This design comes from an exercise in tuning for small area on the open sky130 flow, not from production work. The RTL was checked by simulation tests, not by an equivalence proof against the original design. Power is estimated from default activity; no workload was simulated.

== violet ==
// ram_array
module ram_array
#(
    parameter int NUM_BANKS      = 1,
    parameter int CHIPS_PER_BANK = 2
) (
    input  logic                                  clock,
    input  logic                                  reset,
    input  logic [3:0]                            data_i,
    output logic [3:0]                            data_o,
    output logic                                  data_en,
    input  logic                                  sync,
    input  logic [NUM_BANKS-1:0]                  cmd_n,
    output logic [4*NUM_BANKS*CHIPS_PER_BANK-1:0] out,
    input  logic [31:0]                           wb_data_i,
    input  logic [31:0]                           wb_addr_i,
    input  logic [3:0]                            wb_sel_i,
    input  logic                                  wb_cyc_i,
    input  logic                                  wb_strobe_i,
    input  logic                                  wb_we_i,
    output logic [31:0]                           wb_data_o,
    output logic                                  wb_ack_o
);
Size: ~1,700 cells after synthesis, ~27,000 sq um of cells after synthesis.
Settings: LEC_CHECK=0, CAP_MARGIN=10, CORE_MARGIN=2, CORE_UTILIZATION=75, PLACE_DENSITY=0.85, SLEW_MARGIN=10; clock period 8.0 ns.
standard.sh (not shown) runs the stock make flow with config.mk's settings and CLKGATE_MAP_FILE= SYNTH_SCRIPT=/design/flow/synth_recipe.tcl, a recipe that flattens the netlist after the stock synthesis.
==> flow/flow/run.sh <==
#!/bin/bash
# Layout flow: the standard flow (standard.sh) with three changes:
#  - synthesis is the standard flow's own script, except that ABC maps the logic with its
#    area mapper (flow/abc_area.script) instead of the ORFS delay script;
#  - ports are buffered with sky130_fd_sc_hd__buf_1;
#  - CTS clusters more sinks per buffer and inserts no dummy loads.
# Each step's full output goes to a log of its own in the work folder.
set -euo pipefail
W=$(pwd)
F=$W/flow

# Synthesis: synth_recipe.tcl with the abc call pointed at the area script
{
  printf 'proc abc {args} { set i [lsearch $args -script]; lset args [expr {$i + 1}] %s; yosys abc {*}$args }\n' "$F/abc_area.script"
  cat "$W/synth_recipe.tcl"
} > "$W/area_synth.tcl"
bash "$W/standard.sh" "SYNTH_SCRIPT=$W/area_synth.tcl" synth > "$W/synth.log" 2>&1

CTS="-sink_clustering_enable -repair_clock_nets -dont_use_dummy_load"
CTS="$CTS -sink_clustering_size 18 -sink_clustering_max_diameter 55"
CTS="$CTS -buf_list {sky130_fd_sc_hd__clkbuf_8}"

bash "$W/standard.sh" \
  "BUFFER_PORTS_ARGS=-buffer_cell sky130_fd_sc_hd__buf_1" \
  "CTS_ARGS=$CTS" \
  finish > "$W/layout.log" 2>&1
==> flow/flow/abc_area.script <==
strash
dc2
dch -f
amap
topo
violet did not stop at any stage, and its layout met the timing, DRC and antenna checks.
The inputs of xenon differ from those of violet as listed below.
- SLEW_MARGIN: 10 -> 0
==> run notes <==
In terms of fraction of layout instances using a drive strength above 1, xenon and violet differ only marginally.
Comparing violet with xenon, the relative area change from synthesis to final layout came out essentially unchanged.
Per the comparison of xenon with violet, proportion of cell area spent on the clock network saw little to no change; post-detailed-routing wire length saw an increase; power dissipated by switching net loads saw little to no change; fmax saw little to no change; iteration count of the initial detailed-routing pass saw an increase.
Setup slack delta (xenon − violet): unfavourable
The final reports for xenon and violet show post-route non-filler standard cell count higher in the former.
Any difference in cell area after layout between violet and xenon is small enough to ignore.
Comparing violet with xenon, the adder-cell share of the synthesized area came out essentially unchanged.
## Diff of input files: lagoon against xenon
- PLACE_DENSITY: 0.85 -> 0.8
- SLEW_MARGIN: 0 -> 10
- CORE_UTILIZATION: 75 -> 70
diff --git a/flow/flow/run.sh b/flow/flow/run.sh
--- a/flow/flow/run.sh
+++ b/flow/flow/run.sh
@@ -20 +20 @@
-CTS="$CTS -sink_clustering_size 18 -sink_clustering_max_diameter 55"
+CTS="$CTS -sink_clustering_size 16 -sink_clustering_max_diameter 50"
## What came out
- Across lagoon and xenon, the outcome is the same: a clean finish for every run.
- Compared with xenon, lagoon shows clock distribution area overhead in the final layout higher by 0.18 points.
- Tapcell count (lagoon / xenon): 1.12
- Diff xenon -> lagoon: routed length per placed instance went down by 5.6%; global routing met3 resource utilization went down by 2.1 points; logic gate share of total power went down by 0.2 points; max-slew headroom at the worst pin went down by 10 points; sequential cell count was more or less identical.
- Non-clock buffer count, lagoon and xenon, lower one = xenon.
- Internal power: lagoon higher than xenon
Inputs modified between lagoon and fjord:
diff --git a/flow/flow/run.sh b/flow/flow/run.sh
--- a/flow/flow/run.sh
+++ b/flow/flow/run.sh
@@ -20 +20 @@
-CTS="$CTS -sink_clustering_size 16 -sink_clustering_max_diameter 50"
+CTS="$CTS -sink_clustering_size 18 -sink_clustering_max_diameter 55"
--- outcome ---
fjord completed end to end with timing, DRC and antenna clean.
Number of iterations in the first detailed-routing pass, lagoon and fjord, lower one = lagoon.
Sequential fraction of total cell area: fjord vs lagoon — no meaningful difference
Of lagoon and fjord, lagoon shows the higher peak ir drop on the vdd network, with fjord below it.

## port drivers added, routing unchanged
The results above use ideal ports. As a check the final layouts listed here were re-extracted and re-timed, cells and wires unchanged.
Step 1 (the two cells are an assumption about what drives the block):
set clk [get_ports {clock}]
set_driving_cell -lib_cell sky130_fd_sc_hd__clkbuf_16 $clk
set_driving_cell -lib_cell sky130_fd_sc_hd__buf_2 [delete_from_list [all_inputs] $clk]
Step 2 also shifts input and output timing later by t, the mid clock arrival at the registers, as if the neighbouring blocks saw the same clock.
a / b / c = ideal / step 1 / step 2; a / b = the first two.
run | shift t [ns] | setup slack, ns | worst setup path at the end | worst data-port slew with drivers (ns)
violet | 0.697 | 0.233 / 0.209 / 0.209 | input to output | 0.05
xenon | 0.698 | 0.212 / 0.190 / 0.190 | input to output | 0.05
lagoon | 0.714 | 0.336 / 0.314 / 0.314 | input to output | 0.04
fjord | 0.716 | 0.344 / 0.323 / 0.323 | input to output | 0.04
After both steps every run listed still meets setup and hold. The setup slack of violet, which loses most, moves by -0.024 ns with the drivers and by -0.024 ns with both steps.
